Background: an optimization exercise with open tools, aiming at small area. Do not read the settings as production practice. In this exercise RTL edits were held to simulation tests only and were not proved equivalent to the original.

==> run H <==
==> flow/design.v <==
package mips_pkg;
  typedef enum logic [5:0] {
    OP_RTYPE = 6'b000000,
    OP_J     = 6'b000010,
    OP_JAL   = 6'b000011,
    OP_ADDIU = 6'b001001,
    OP_SLTI  = 6'b001010,
    OP_SLTIU = 6'b001011,
    OP_ANDI  = 6'b001100,
    OP_ORI   = 6'b001101,
    OP_XORI  = 6'b001110,
    OP_LW    = 6'b100011,
    OP_SW    = 6'b101011
  } opcode_t;
  typedef enum logic [5:0] {
    FN_SLL  = 6'b000000,
    FN_SRL  = 6'b000010,
    FN_SRA  = 6'b000011,
    FN_SLLV = 6'b000100,
    FN_SRLV = 6'b000110,
    FN_SRAV = 6'b000111,
    FN_JR   = 6'b001000,
    FN_ADDU = 6'b100001,
    FN_SUBU = 6'b100011,
    FN_AND  = 6'b100100,
    FN_OR   = 6'b100101,
    FN_XOR  = 6'b100110,
    FN_NOR  = 6'b100111,
    FN_SLT  = 6'b101010,
    FN_SLTU = 6'b101011
  } fn_t;
endpackage
module alu
(
  input  logic [5:0]  fncode,
  input  logic [31:0] op_a,
  input  logic [31:0] reg_b,
  input  logic [31:0] imm,
  input  logic        b_sel,
  input  logic [4:0]  shamt,
  output logic [31:0] result
);
  logic        is_arith, is_and, is_or, is_xor, is_nor, is_slt, is_sltu;
  logic        is_shr, is_shl, sh_arith, sh_var, do_sub;
  logic        en_g, en_p, en_n;
  logic [31:0] op_b, p, g, sum, res;
  logic        c31, c32, lt_s, lt_u;
  logic [4:0]  sa;
  logic [31:0] sh_in_n, sh_out;
  logic        fill;
  always_comb begin
    is_arith = fncode == mips_pkg::FN_ADDU || fncode == mips_pkg::FN_SUBU;
    is_and  = fncode == mips_pkg::FN_AND;
    is_or   = fncode == mips_pkg::FN_OR;
    is_xor  = fncode == mips_pkg::FN_XOR;
    is_nor  = fncode == mips_pkg::FN_NOR;
    is_slt  = fncode == mips_pkg::FN_SLT;
    is_sltu = fncode == mips_pkg::FN_SLTU;
    is_shl  = fncode[5:3] == 3'b000 && fncode[1:0] == 2'b00;
    is_shr  = fncode[5:3] == 3'b000 && fncode[1] == 1'b1;
    sh_arith = fncode[0];
    sh_var   = fncode[2];
    do_sub   = fncode == mips_pkg::FN_SUBU || is_slt || is_sltu;
    en_g = is_and | is_or;
    en_p = is_xor | is_or;
    en_n = is_nor;
  end
  alu_pre u_pre (.a(op_a), .rb(reg_b), .imm(imm), .bsel(b_sel), .sub(do_sub),
                 .ob(op_b), .p(p), .g(g));
  alu_adder u_add (.p(p), .g(g), .cin(do_sub), .sum(sum), .c31(c31), .c32(c32));
  assign lt_u = ~c32;
  assign lt_s = sum[31] ^ c31 ^ c32;
  assign sa = sh_var ? op_a[4:0] : shamt;
  assign fill = sh_arith & op_b[31];
  alu_rev u_rev (.d(op_b), .rev(is_shl), .qn(sh_in_n));
  alu_shr u_shr (.dn(sh_in_n), .fill(fill), .sa(sa), .q(sh_out));
  alu_post u_post (.p(p), .g(g), .sum(sum), .sh(sh_out), .arith(is_arith), .en_g(en_g),
                   .en_p(en_p), .en_n(en_n), .shr(is_shr), .shl(is_shl), .r(res));
  assign result = {res[31:1], res[0] | (is_slt & lt_s) | (is_sltu & lt_u)};
endmodule
module alu_pre
(
  input  logic [31:0] a,
  input  logic [31:0] rb,
  input  logic [31:0] imm,
  input  logic        bsel,
  input  logic        sub,
  output logic [31:0] ob,
  output logic [31:0] p,
  output logic [31:0] g
);
  logic [31:0] bx;
  assign ob = bsel ? imm : rb;
  assign bx = ob ^ {32{sub}};
  assign p = a ^ bx;
  assign g = a & bx;
endmodule
module alu_post
(
  input  logic [31:0] p,
  input  logic [31:0] g,
  input  logic [31:0] sum,
  input  logic [31:0] sh,
  input  logic        arith,
  input  logic        en_g,
  input  logic        en_p,
  input  logic        en_n,
  input  logic        shr,
  input  logic        shl,
  output logic [31:0] r
);
  always_comb begin
    for (int i = 0; i < 32; i++)
      r[i] = (arith & sum[i]) | (en_g & g[i]) | (en_p & p[i]) | (en_n & ~(p[i] | g[i]))
           | (shr & sh[i]) | (shl & sh[31 - i]);
  end
endmodule
module alu_rev
(
  input  logic [31:0] d,
  input  logic        rev,
  output logic [31:0] qn
);
  for (genvar i = 0; i < 32; i++) begin : g_bit
    assign qn[i] = ~(rev ? d[31 - i] : d[i]);
  end
endmodule
module alu_shr
(
  input  logic [31:0] dn,
  input  logic        fill,
  input  logic [4:0]  sa,
  output logic [31:0] q
);
  logic [31:0] s1, s2, s3, s4;
  alu_shr_stage #(.K(1))  u_s0 (.d(dn), .fill(~fill), .s(sa[0]), .qn(s1));
  alu_shr_stage #(.K(2))  u_s1 (.d(s1), .fill(fill),  .s(sa[1]), .qn(s2));
  alu_shr_stage #(.K(4))  u_s2 (.d(s2), .fill(~fill), .s(sa[2]), .qn(s3));
  alu_shr_stage #(.K(8))  u_s3 (.d(s3), .fill(fill),  .s(sa[3]), .qn(s4));
  alu_shr_stage #(.K(16)) u_s4 (.d(s4), .fill(~fill), .s(sa[4]), .qn(q));
endmodule
module alu_shr_stage #(parameter int K = 1)
(
  input  logic [31:0] d,
  input  logic        fill,
  input  logic        s,
  output logic [31:0] qn
);
  for (genvar i = 0; i < 32; i++) begin : g_bit
    if (i + K < 32) begin : g_in
      assign qn[i] = ~(s ? d[i + K] : d[i]);
    end else begin : g_fill
      assign qn[i] = ~(s ? fill : d[i]);
    end
  end
endmodule
module alu_adder
(
  input  logic [31:0] p,
  input  logic [31:0] g,
  input  logic        cin,
  output logic [31:0] sum,
  output logic        c31,
  output logic        c32
);
  logic [31:0] gg [6];
  logic [31:0] pp [6];
  logic [31:0] gd [5];
  logic [31:0] pd [5];
  logic [32:0] c;
  always_comb begin
    gg[0] = g;
    pp[0] = p;
    gg[0][0] = g[0] | (p[0] & cin);
    for (int l = 0; l < 5; l++) begin
      gg[l+1] = gg[l];
      pp[l+1] = pp[l];
      for (int i = (2 << l) - 1; i < 32; i += (2 << l)) begin
        gg[l+1][i] = gg[l][i] | (pp[l][i] & gg[l][i - (1 << l)]);
        pp[l+1][i] = pp[l][i] & pp[l][i - (1 << l)];
      end
    end
  end
  always_comb begin
    gd[0] = gg[5];
    pd[0] = pp[5];
    for (int l = 0; l < 4; l++) begin
      gd[l+1] = gd[l];
      pd[l+1] = pd[l];
      for (int i = 3 * (8 >> l) - 1; i < 32; i += 2 * (8 >> l)) begin
        gd[l+1][i] = gd[l][i] | (pd[l][i] & gd[l][i - (8 >> l)]);
        pd[l+1][i] = pd[l][i] & pd[l][i - (8 >> l)];
      end
    end
  end
  assign c = {gd[4], cin};
  assign sum = p ^ c[31:0];
  assign c31 = c[31];
  assign c32 = c[32];
endmodule
module alu_ctrl
(
  input  logic [5:0] opcode,
  input  logic [5:0] rtype_fncode,
  output logic [5:0] fncode
);
  always_comb begin
    fncode = mips_pkg::FN_ADDU;
    case (opcode)
      mips_pkg::OP_RTYPE: fncode = rtype_fncode;
      mips_pkg::OP_ANDI:  fncode = mips_pkg::FN_AND;
      mips_pkg::OP_ORI:   fncode = mips_pkg::FN_OR;
      mips_pkg::OP_XORI:  fncode = mips_pkg::FN_XOR;
      mips_pkg::OP_SLTI:  fncode = mips_pkg::FN_SLT;
      mips_pkg::OP_SLTIU: fncode = mips_pkg::FN_SLTU;
      default:  fncode = mips_pkg::FN_ADDU;
    endcase
  end
endmodule
module reg_file (
  input  logic        clk,
  input  logic        reset,
  input  logic [4:0]  addr_a,
  input  logic [4:0]  addr_b,
  input  logic [4:0]  write_addr,
  input  logic        write,
  input  logic [31:0] data_in,
  output logic [31:0] a,
  output logic [31:0] b,
  output logic [31:0] register_v0
);
  logic        ph_q;
  logic [31:0] regs_q [1:31];
  logic [31:0] dp;
  logic [31:0] ma, mb;
  always_ff @(posedge clk) ph_q <= ~reset & ~ph_q;
  assign dp = data_in ^ {32{ph_q}};
  for (genvar i = 1; i < 32; i++) begin : g_reg
    logic we, en, enb;
    assign we  = write && write_addr == 5'(i);
    assign en  = reset | we;
    assign enb = reset | ~we;
    rf_row u_row (.clk(clk), .en(en), .enb(enb), .dp(dp), .q(regs_q[i]));
  end
  logic [31:1] sel_a, sel_b;
  logic [32*31-1:0] flat;
  for (genvar i = 1; i < 32; i++) begin : g_flat
    assign sel_a[i] = addr_a == 5'(i);
    assign sel_b[i] = addr_b == 5'(i);
    assign flat[32*(i-1) +: 32] = regs_q[i];
  end
  rf_read_mux u_mux_a (.sel(sel_a), .d(flat), .m(ma));
  rf_read_mux u_mux_b (.sel(sel_b), .d(flat), .m(mb));
  assign a = ma ^ {32{ph_q & (addr_a != 5'd0)}};
  assign b = mb ^ {32{ph_q & (addr_b != 5'd0)}};
  assign register_v0 = regs_q[2] ^ {32{ph_q}};
endmodule
module rf_read_mux (
  input  logic [31:1]       sel,
  input  logic [32*31-1:0]  d,
  output logic [31:0]       m
);
  logic [32*11-1:0] y;
  for (genvar k = 0; k < 9; k++) begin : g_aoi3
    rf_aoi3 u_aoi (.s(sel[3*k+1 +: 3]), .d0(d[32*(3*k) +: 32]), .d1(d[32*(3*k+1) +: 32]),
                   .d2(d[32*(3*k+2) +: 32]), .y(y[32*k +: 32]));
  end
  for (genvar k = 0; k < 2; k++) begin : g_aoi2
    rf_aoi2 u_aoi (.s(sel[28+2*k +: 2]), .d0(d[32*(27+2*k) +: 32]), .d1(d[32*(28+2*k) +: 32]),
                   .y(y[32*(9+k) +: 32]));
  end
  always_comb begin
    m = 32'd0;
    for (int k = 0; k < 11; k++) m = m | ~y[32*k +: 32];
  end
endmodule
module rf_aoi3 (
  input  logic [2:0]  s,
  input  logic [31:0] d0,
  input  logic [31:0] d1,
  input  logic [31:0] d2,
  output logic [31:0] y
);
  assign y = ~((d0 & {32{s[0]}}) | (d1 & {32{s[1]}}) | (d2 & {32{s[2]}}));
endmodule
module rf_aoi2 (
  input  logic [1:0]  s,
  input  logic [31:0] d0,
  input  logic [31:0] d1,
  output logic [31:0] y
);
  assign y = ~((d0 & {32{s[0]}}) | (d1 & {32{s[1]}}));
endmodule
module rf_row (
  input  logic        clk,
  input  logic        en,
  input  logic        enb,
  input  logic [31:0] dp,
  output logic [31:0] q
);
  always_ff @(posedge clk) q <= ~(({32{en}} | q) & ({32{enb}} | dp));
endmodule
module mips_exec_datapath
(
  input  logic        clk,
  input  logic        reset,
  input  logic [4:0]  addr_a,
  input  logic [4:0]  addr_b,
  input  logic [4:0]  write_addr,
  input  logic        write,
  input  logic [31:0] data_in,
  input  logic [5:0]  opcode,
  input  logic [5:0]  rtype_fncode,
  input  logic [4:0]  shamt,
  input  logic        alu_b_sel,
  input  logic [31:0] imm,
  output logic [31:0] a,
  output logic [31:0] b,
  output logic [5:0]  fncode,
  output logic [31:0] alu_out,
  output logic [31:0] register_v0
);
  reg_file u_reg_file (
    .clk(clk), .reset(reset), .addr_a(addr_a), .addr_b(addr_b),
    .write_addr(write_addr), .write(write), .data_in(data_in),
    .a(a), .b(b), .register_v0(register_v0)
  );
  alu_ctrl u_alu_ctrl (.opcode(opcode), .rtype_fncode(rtype_fncode), .fncode(fncode));
  alu u_alu (.fncode(fncode), .op_a(a), .reg_b(b), .imm(imm), .b_sel(alu_b_sel), .shamt(shamt),
             .result(alu_out));
endmodule
==> flow/run.sh <==
#!/bin/bash
# synth_recipe.tcl (not shown) runs the flow's synth.tcl, then flattens the netlist and writes it again
# the make line also repeats each setting of config.mk as NAME=value (left out here)
make -C /OpenROAD-flow-scripts/flow DESIGN_CONFIG=/design/flow/config.mk WORK_HOME=/design/flow/orfs CLKGATE_MAP_FILE= SYNTH_SCRIPT=/design/flow/synth_recipe.tcl finish
==> flow/config.mk <==
export PLATFORM = sky130hd
export DESIGN_NAME = mips_exec_datapath
export DESIGN_NICKNAME = mips_exec_datapath
export VERILOG_FILES = /design/flow/design.v
export SDC_FILE = /design/flow/constraint.sdc
export NUM_CORES = 4
export LEC_CHECK = 0
export CAP_MARGIN = 20
export CORE_MARGIN = 2
export CORE_UTILIZATION = 60
export CTS_BUF_LIST = sky130_fd_sc_hd__clkbuf_16
export CTS_CLUSTER_DIAMETER = 60
export CTS_CLUSTER_SIZE = 30
export PLACE_DENSITY = 0.75
export SLEW_MARGIN = 20
export SYNTH_HIERARCHICAL = 1
==> flow/constraint.sdc <==
create_clock -name core_clock -period 14.0 [get_ports {clk}]
set_input_delay 2.8000 -clock core_clock [delete_from_list [all_inputs] [get_ports {clk}]]
set_output_delay 2.8000 -clock core_clock [all_outputs]
set_load 0.01 [all_outputs]
==> run G: changes against run H <==
--- a/flow/design.v
+++ b/flow/design.v
@@ -44,7 +44,6 @@
   logic        is_shr, is_shl, sh_arith, sh_var, do_sub;
-  logic        en_g, en_p, en_n;
-  logic [31:0] op_b, p, g, sum, res;
+  logic [31:0] op_b, bx, p, g, sum;
   logic        c31, c32, lt_s, lt_u;
   logic [4:0]  sa;
-  logic [31:0] sh_in_n, sh_out;
+  logic [31:0] sh_in, sh_out;
   logic        fill;
@@ -63,8 +62,7 @@
     do_sub   = fncode == mips_pkg::FN_SUBU || is_slt || is_sltu;
-    en_g = is_and | is_or;
-    en_p = is_xor | is_or;
-    en_n = is_nor;
-  end
-  alu_pre u_pre (.a(op_a), .rb(reg_b), .imm(imm), .bsel(b_sel), .sub(do_sub),
-                 .ob(op_b), .p(p), .g(g));
+  end
+  assign op_b = b_sel ? imm : reg_b;
+  assign bx = op_b ^ {32{do_sub}};
+  assign p = op_a ^ bx;
+  assign g = op_a & bx;
   alu_adder u_add (.p(p), .g(g), .cin(do_sub), .sum(sum), .c31(c31), .c32(c32));
@@ -73,83 +71,18 @@
   assign sa = sh_var ? op_a[4:0] : shamt;
+  for (genvar i = 0; i < 32; i++) begin : g_rev_in
+    assign sh_in[i] = is_shl ? op_b[31 - i] : op_b[i];
+  end
   assign fill = sh_arith & op_b[31];
-  alu_rev u_rev (.d(op_b), .rev(is_shl), .qn(sh_in_n));
-  alu_shr u_shr (.dn(sh_in_n), .fill(fill), .sa(sa), .q(sh_out));
-  alu_post u_post (.p(p), .g(g), .sum(sum), .sh(sh_out), .arith(is_arith), .en_g(en_g),
-                   .en_p(en_p), .en_n(en_n), .shr(is_shr), .shl(is_shl), .r(res));
-  assign result = {res[31:1], res[0] | (is_slt & lt_s) | (is_sltu & lt_u)};
-endmodule
-module alu_pre
-(
-  input  logic [31:0] a,
-  input  logic [31:0] rb,
-  input  logic [31:0] imm,
-  input  logic        bsel,
-  input  logic        sub,
-  output logic [31:0] ob,
-  output logic [31:0] p,
-  output logic [31:0] g
-);
-  logic [31:0] bx;
-  assign ob = bsel ? imm : rb;
-  assign bx = ob ^ {32{sub}};
-  assign p = a ^ bx;
-  assign g = a & bx;
-endmodule
-module alu_post
-(
-  input  logic [31:0] p,
-  input  logic [31:0] g,
-  input  logic [31:0] sum,
-  input  logic [31:0] sh,
-  input  logic        arith,
-  input  logic        en_g,
-  input  logic        en_p,
-  input  logic        en_n,
-  input  logic        shr,
-  input  logic        shl,
-  output logic [31:0] r
-);
-  always_comb begin
-    for (int i = 0; i < 32; i++)
-      r[i] = (arith & sum[i]) | (en_g & g[i]) | (en_p & p[i]) | (en_n & ~(p[i] | g[i]))
-           | (shr & sh[i]) | (shl & sh[31 - i]);
-  end
-endmodule
-module alu_rev
-(
-  input  logic [31:0] d,
-  input  logic        rev,
-  output logic [31:0] qn
-);
-  for (genvar i = 0; i < 32; i++) begin : g_bit
-    assign qn[i] = ~(rev ? d[31 - i] : d[i]);
-  end
-endmodule
-module alu_shr
-(
-  input  logic [31:0] dn,
-  input  logic        fill,
-  input  logic [4:0]  sa,
-  output logic [31:0] q
-);
-  logic [31:0] s1, s2, s3, s4;
-  alu_shr_stage #(.K(1))  u_s0 (.d(dn), .fill(~fill), .s(sa[0]), .qn(s1));
-  alu_shr_stage #(.K(2))  u_s1 (.d(s1), .fill(fill),  .s(sa[1]), .qn(s2));
-  alu_shr_stage #(.K(4))  u_s2 (.d(s2), .fill(~fill), .s(sa[2]), .qn(s3));
-  alu_shr_stage #(.K(8))  u_s3 (.d(s3), .fill(fill),  .s(sa[3]), .qn(s4));
-  alu_shr_stage #(.K(16)) u_s4 (.d(s4), .fill(~fill), .s(sa[4]), .qn(q));
-endmodule
-module alu_shr_stage #(parameter int K = 1)
-(
-  input  logic [31:0] d,
-  input  logic        fill,
-  input  logic        s,
-  output logic [31:0] qn
-);
-  for (genvar i = 0; i < 32; i++) begin : g_bit
-    if (i + K < 32) begin : g_in
-      assign qn[i] = ~(s ? d[i + K] : d[i]);
-    end else begin : g_fill
-      assign qn[i] = ~(s ? fill : d[i]);
+  assign sh_out = 32'($signed({fill, sh_in}) >>> sa);
+  always_comb begin
+    for (int i = 0; i < 32; i++) begin
+      result[i] = (is_arith & sum[i])
+                | (is_and & g[i])
+                | (is_or & (p[i] | g[i]))
+                | (is_xor & p[i])
+                | (is_nor & ~(p[i] | g[i]))
+                | (is_shr & sh_out[i])
+                | (is_shl & sh_out[31 - i]);
     end
+    result[0] = result[0] | (is_slt & lt_s) | (is_sltu & lt_u);
   end
--- a/flow/config.mk
+++ b/flow/config.mk
@@ -9,7 +9,4 @@
 export CORE_MARGIN = 2
-export CORE_UTILIZATION = 60
-export CTS_BUF_LIST = sky130_fd_sc_hd__clkbuf_16
-export CTS_CLUSTER_DIAMETER = 60
-export CTS_CLUSTER_SIZE = 30
-export PLACE_DENSITY = 0.75
+export CORE_UTILIZATION = 30
+export PLACE_DENSITY = 0.5
 export SLEW_MARGIN = 20
==> metrics.cfg <==
[route]
num_vias = 45100

[sta]
fin_ws_ns = 0.793
whs_ns = 0.474

[cells_and_area]
nNetsFinal = 4481

[outcome]
outcome = no timing/DRC/antenna violations

[global_route]
grt_pass1_vias = 40800

[power_and_ir_drop]
p_sw_frac = 0.345

[end of results for run H]
==> metrics.cfg <==
[power_and_ir_drop]
p_sw_frac = 0.331

[cells_and_area]
nNetsFinal = 5034

[route]
top_layer_used = met5
num_vias = 49500

[sta]
whs_ns = 0.469
setup_viol = 0

[clock_network]
cts_hold_buf = 0

[outcome]
outcome = no timing/DRC/antenna violations

[end of results for run G]

[port drivers added, routing unchanged]
How much do the figures lean on ideal ports? The routed layouts below were timed once more, with nothing changed but the port constraints.
Step 1 assumes that a clkbuf_16 drives the clock port and a buf_2 every other input.
Step 2 adds t to the input delays and takes it off the output delays; t is the mean of the earliest and latest rising clock arrival at the registers after step 1. Input paths then give back, and output paths get back, about the clock's delay inside the block.
Slacks: ideal / step 1 / step 2; pairs: ideal / step 1.
run | t (ns) | slack for setup (ns) | hold WS [ns] | latest minus earliest clock arrival (ns) | worst register clock-pin slew, ns
run H | 0.758 | 0.793 / 0.693 / 0.693 | 0.474 / 0.474 / 0.474 | 0.133 / 0.133 | 0.11 / 0.11
run G | 0.782 | 0.232 / 0.202 / 0.202 | 0.469 / 0.469 / 0.469 | 0.040 / 0.040 | 0.07 / 0.07
After both steps setup and hold are still met in every run listed. The setup slack of run H, which loses most, moves by -0.100 ns with the drivers and by -0.100 ns with both steps.
